This is an optimization exercise on Yosys and OpenROAD, whose aim is small area, a short achievable clock period and few clock cycles per item, not a production implementation.
Function was not checked in any run shown here: the RTL went through the layout flow alone.
Power is estimated from default activity; no workload was simulated.

## flow/design.v (module list and top-level ports; edited modules follow where they fit)
// module apbRegs: 65 lines
// module frameSequencer: 112 lines
// module chromaUpsampler: 55 lines
// module chromaFilter: 785 lines
// module colourConverter: 2941 lines
// module rgbWriter: 44 lines
// module colourTop: 98 lines
module colourTop (
	input logic CLOCK_50_I,
	input logic resetn,
	input logic [3:0] paddr,
	input logic psel,
	input logic penable,
	input logic pwrite,
	input logic [31:0] pwdata,
	output logic [31:0] prdata,
	output logic pready,
	output logic pslverr,
	output logic memRdEn,
	output colourPkg::addr_t memRdAddr,
	input colourPkg::word_t memRdData,
	output logic memWrEn,
	output colourPkg::addr_t memWrAddr,
	output colourPkg::word_t memWrData
);
  // ...
==> flow/run.sh <==
#!/bin/bash
# synth_recipe.tcl (not shown) runs the flow's synth.tcl, then flattens the netlist and writes it again
# the make line also repeats each setting of config.mk as NAME=value (left out here)
make -C /OpenROAD-flow-scripts/flow DESIGN_CONFIG=/design/flow/config.mk WORK_HOME=/design/flow/orfs CLKGATE_MAP_FILE= SYNTH_SCRIPT=/design/flow/synth_recipe.tcl finish
==> flow/config.mk <==
export PLATFORM = sky130hd
export DESIGN_NAME = colourTop
export DESIGN_NICKNAME = colourTop
export VERILOG_FILES = /design/flow/design.v
export SDC_FILE = /design/flow/constraint.sdc
export NUM_CORES = 4
export LEC_CHECK = 0
export CAP_MARGIN = 20
export CORE_MARGIN = 2
export CORE_UTILIZATION = 40
export PLACE_DENSITY = 0.6
export SETUP_SLACK_MARGIN = 4.6
export SLEW_MARGIN = 20
==> flow/constraint.sdc <==
create_clock -name core_clock -period 9.0 [get_ports {CLOCK_50_I}]
set_input_delay 1.8000 -clock core_clock [delete_from_list [all_inputs] [get_ports {CLOCK_50_I}]]
set_output_delay 1.8000 -clock core_clock [all_outputs]
set_load 0.01 [all_outputs]
==> reports/qor.yml, run 1 <==
synth_top_family_by_area: "adder cells"
largestRegisters: "ups.a x40, ups.b x40, csc.bPart x24"
end_kind: "flip-flop"
cp_common_cell: "fa_2"
avgSynthCellArea_um2: 10.7
synth_warnings: 13
dpl.hpwl_um: 44800
clock_latency_ns: 0.60
fin_area_mm2: 0.0304
rsz0062_at_grt: "yes"
outcome: "no timing/DRC/antenna violations"
grt_overflow: 0
worstHoldStart: "ups.b[0][5]$_DFFE_PN_"
final_nets: 3122
hold_end: "ups.a[0][5]$_DFFE_PN_"
dr.pass1.iters: 5
wl_per_cell_um: 17.4
yosys-top-cells-area: "edfxtp_1, dfxtp_1, fa_1"
clkSinkCount: 400
crit_slowest_cell: "fa_2"
cts_tree: "built"
place.gp.congestion: 0.852
wl_met1_um: 27700
drc: 0
drive_gt1_frac: 0.136
ant_nets: 0
dpl_cell_area_mm2: 0.0276
p_sw_frac: 0.423
final_max_slew_viol_count: 0
multi_input_area_share: 0.490
ys_ff_latch: 400
layout_common_cells: "inv_1, ha_1, dfxtp_1"
seq_cell_count: 400
==> run 2: changes to the inputs <==
--- a/flow/config.mk
+++ b/flow/config.mk
@@ -9,5 +9,5 @@
 export CORE_MARGIN = 2
-export CORE_UTILIZATION = 40
-export PLACE_DENSITY = 0.6
-export SETUP_SLACK_MARGIN = 4.6
+export CORE_UTILIZATION = 60
+export PLACE_DENSITY = 0.75
+export SETUP_SLACK_MARGIN = 4.2
 export SLEW_MARGIN = 20
==> run 2 against run 1 <==
- still clean on timing, DRC and antenna
- total power down 1.3%
- register-to-register slack worse by 0.09 ns
- clock-buffer cell count up 1
- non-clock buffer count down 48
- final cell count down 11%
- critical endpoint unchanged
- final area down 3.8%
- clock power about the same
==> reports/qor.yml, run 2 <==
die_w_um: 211
worst_ep_required_time_ns: 9.45
grt_overflow: 0  # unchanged
path_class: "reg2reg"
cp_common_cell: "fa_1"
wl_per_cell_um: 18.4  # +5.8%
viasPerCell: 5.50
cts_tree: "built"
fin_tns_setup_ns: 0
outcome: "no timing/DRC/antenna violations"
hold_ws_ns: 0.396
final_max_slew_viol_count: 0  # unchanged
rows: 75
leakage_nw: 13.3
syn_area_mm2: 0.0258
synthArstFlopShare: 0.0525
grt_max_degree: 84
worstHoldStart: "seq.wrValid$_DFFE_PN0P_"
area_delta_synth_final_pct: 13.2
cp_cell_sequence: "buf_6 > mux2i_1 > o21ai_1 > ha_2 > inv_2 > fa_2 > nor2b_1 > o21a_1 > o21a_1 > o21ai_1 > nand2b_1 > a21oi_2 > o21ba_4 > xor2_2 > fa_1 > inv_1 > fa_2 > fa_1 > inv_1 > fa_1"
cap_violations: 0
clk_pin_slew_ns: 0.06
yosysTopAreaCell: "edfxtp_1"
crit_slowest_cell: "fa_2"
synth_edf_count: 154
cts_buffer_depth: 3
clock_latency_ns: 0.58  # -0.02 ns
critPathMaxFanout: 4
total_power_mw: 11.8
synth_most_common_cell: "inv_1"
dpl.hpwl_um: 42900  # -4.2%
dr.pass1.iters: 5  # unchanged
clkSinkCount: 400  # unchanged
cts-buffers-inserted: 43
post-route-util: 0.692
dr.first_iter.drc_count: 1011
power_density_mw_per_mm2: 406
port_buffers: 87
yosysTopAreaCellShare: 0.179
ant_nets: 0  # unchanged
n_fill_cell: 3078
hold_path_depth: 0
drc: 0  # unchanged
io_pins: 145
antenna_found_initial: 0
avgSynthCellArea_um2: 10.7  # unchanged
relSlewSlack: 0.348
layout_min_cycle_time_ns: 4.79
start_kind: "flip-flop"
ys_seq_area_frac: 0.374
ys_ff_latch: 400  # unchanged
yosysUniqueCellTypes: 92
core_area_mm2: 0.0422
dpl_cell_area_mm2: 0.0271  # -1.7%
fin_area_mm2: 0.0292  # -3.8%
rsz0062_at_grt: "yes"
place.gp.congestion: 0.898  # +5.4%
end_kind: "flip-flop"
yosys-top-cells-area: "edfxtp_1, dfxtp_1, fa_1"
die_h_um: 211
synth_warnings: 13  # unchanged
setup_viol: 0
drive_gt1_frac: 0.0920  # -0.0437
final_nets: 3070  # -1.7%
tightest_slew_ns: 0.977
finalHoldViolations: 0
diodes: 0
wl_um: 57300
grt_pass1_vias: 17700
layout_common_cells: "inv_1, ha_1, dfxtp_1"
via_count: 17100
period_share: 0.533
dieArea_mm2: 0.0447
htree_levels: 2
r2r-end: "ups.filt.rowA[8]$_DFF_P_"
timing.fmax_mhz: 209
grt_pass1_wl_um: 91600
vdd_drop_max_uv: 377
gr-usage-all-layers: 0.263
arrival_ns: 5.24
largestRegisters: "ups.a x40, ups.b x40, csc.bPart x24"
initial_utilization: 0.611
hold_end: "writer.memWrEn$_DFF_PN0_"
crit_path_start: "seq.rxOdd$_DFFE_PP_"
r2r-start: "seq.rxOdd$_DFFE_PP_"
synth_common_cells: "inv_1, ha_1, dfxtp_1"
ys.flop_type: "dfxtp_1"
cpPeakStageDelay_ns: 0.55
ctsRootBufferMaster: "clkbuf_16"
reg2reg_setup_slack_ns: 4.21
netlist_instances: 2411
layout_commonest_cell: "inv_1"
clock_skew_ns: 0.0281
r2r_cells: 20
hold_class: "reg2reg"
[run 2: cell types whose count changed in the layout (fill, tap and decap cells not counted), sizes merged]
cell and delta:
clkbuf +1, clkinvlp -7, inv +9, buf -48
bufinv -1, clkinv -10
[run 2: worst max-delay path, delay by kind of cell (launching register included)]
family          cells  cell delay (ns)
simple gates        2             0.28
flops               1             0.39
xor+xnor            1             0.18
buf+inv             4             0.34
compound gates      6             0.90
fa+ha+maj           6             2.48
mux                 1             0.11
[run 2: layout make-up]
class	count	area, um^2	area share
Clock buffer	63	1360	0.0465
Timing Repair Buffer	131	1240	0.0425
Sequential cell	400	9670	0.331
Tap cell	539	674	0.0231
Clock inverter	17	179	0.00613
Multi-Input combinational cell	1573	14600	0.500
Inverter	391	1490	0.0509
[run 2: kinds of logic (layout without fill, tap and decap cells)]
group	count (synthesis)	count (layout)	share of synthesized area
AO/OA/AOI/OAI	364	364	0.0927
XOR/XNOR	161	161	0.0546
adder cells (fa/ha/maj)	476	476	0.288
buffers and inverters	462	602	0.0718
flip-flops	400	400	0.374
multiplexers	65	65	0.0269
other	2	26	0.000291
AND/OR/NAND/NOR	481	481	0.0912
[run 2: power breakdown]
| part | switching (mW) | total (mW) | internal (mW) |
|---|---|---|---|
| Sequential | 0.338 | 2.99 | 2.65 |
| Clock | 0.759 | 1.88 | 1.12 |
| Combinational | 3.96 | 6.98 | 3.02 |
| Total | 5.06 | 11.8 | 6.79 |
[run 2: what timing repair did]
item,4_1_cts,5_1_grt
cloned,0,0
setup endpoints to repair,64,61
setup buffers,17,17
resized for setup,27,49
pin swaps,5,30
hold buffers,0,0
[run 2: routing by layer]
layer / vias to the layer above / global-route usage / share of wire / wire length, um
met5: - / 0 / 0 / 0
met4: 0 / 0.0799 / 0.028 / 1600
met2: 455 / 0.443 / 0.48 / 27400
met1: 8361 / 0.353 / 0.44 / 25000
met3: 101 / 0.0386 / 0.059 / 3360
li1: 8224 / - / - / -
[run 2: per-stage QoR]
stage	setup WS (ns)	cells
final	4.21	3114
after global routing	4.07	3114
after CTS	4.16	3096
after detailed placement	3.56	2999
after global placement	3.66	2999
after floorplan	4.22	2435
[run 2: how the worst max path moves through the flow]
stage,endpoint,slack [ns],cells past startpoint
final,ups.filt.rowA[8]$_DFF_P_,4.21,20
after global routing,ups.filt.rowA[8]$_DFF_P_,4.07,20
after CTS,ups.filt.rowA[9]$_DFF_P_,4.16,18
after detailed placement,writer.r1[7]$_DFFE_PP_,3.56,13
after global placement,writer.r0[7]$_DFFE_PP_,3.66,13
after floorplan,ups.filt.rowA[8]$_DFF_P_,4.22,21

re-timing with driven ports:
The results above use ideal ports. As a check the final layouts listed here were re-extracted and re-timed, cells and wires unchanged.
Step 1 (the two cells are an assumption about what drives the block):
set clk [get_ports {CLOCK_50_I}]
set_driving_cell -lib_cell sky130_fd_sc_hd__clkbuf_16 $clk
set_driving_cell -lib_cell sky130_fd_sc_hd__buf_2 [delete_from_list [all_inputs] $clk]
Step 2 adds t to the input delays and takes it off the output delays; t is the mean of the earliest and latest rising clock arrival at the registers after step 1. Input paths then give back, and output paths get back, about the clock's delay inside the block.
Three values: ideal ports, drivers, drivers and shift; two values: the first two.
run | t (ns) | slack for setup (ns) | worst setup path after step 2 | latest minus earliest clock arrival (ns) | worst slew at a driven data input, ns
run 1 | 0.645 | 4.296 / 4.296 / 4.296 | register to register | 0.036 / 0.035 | 0.07
run 2 | 0.618 | 4.206 / 4.206 / 4.206 | register to register | 0.028 / 0.028 | 0.04
After both steps setup and hold are still met in every run listed.
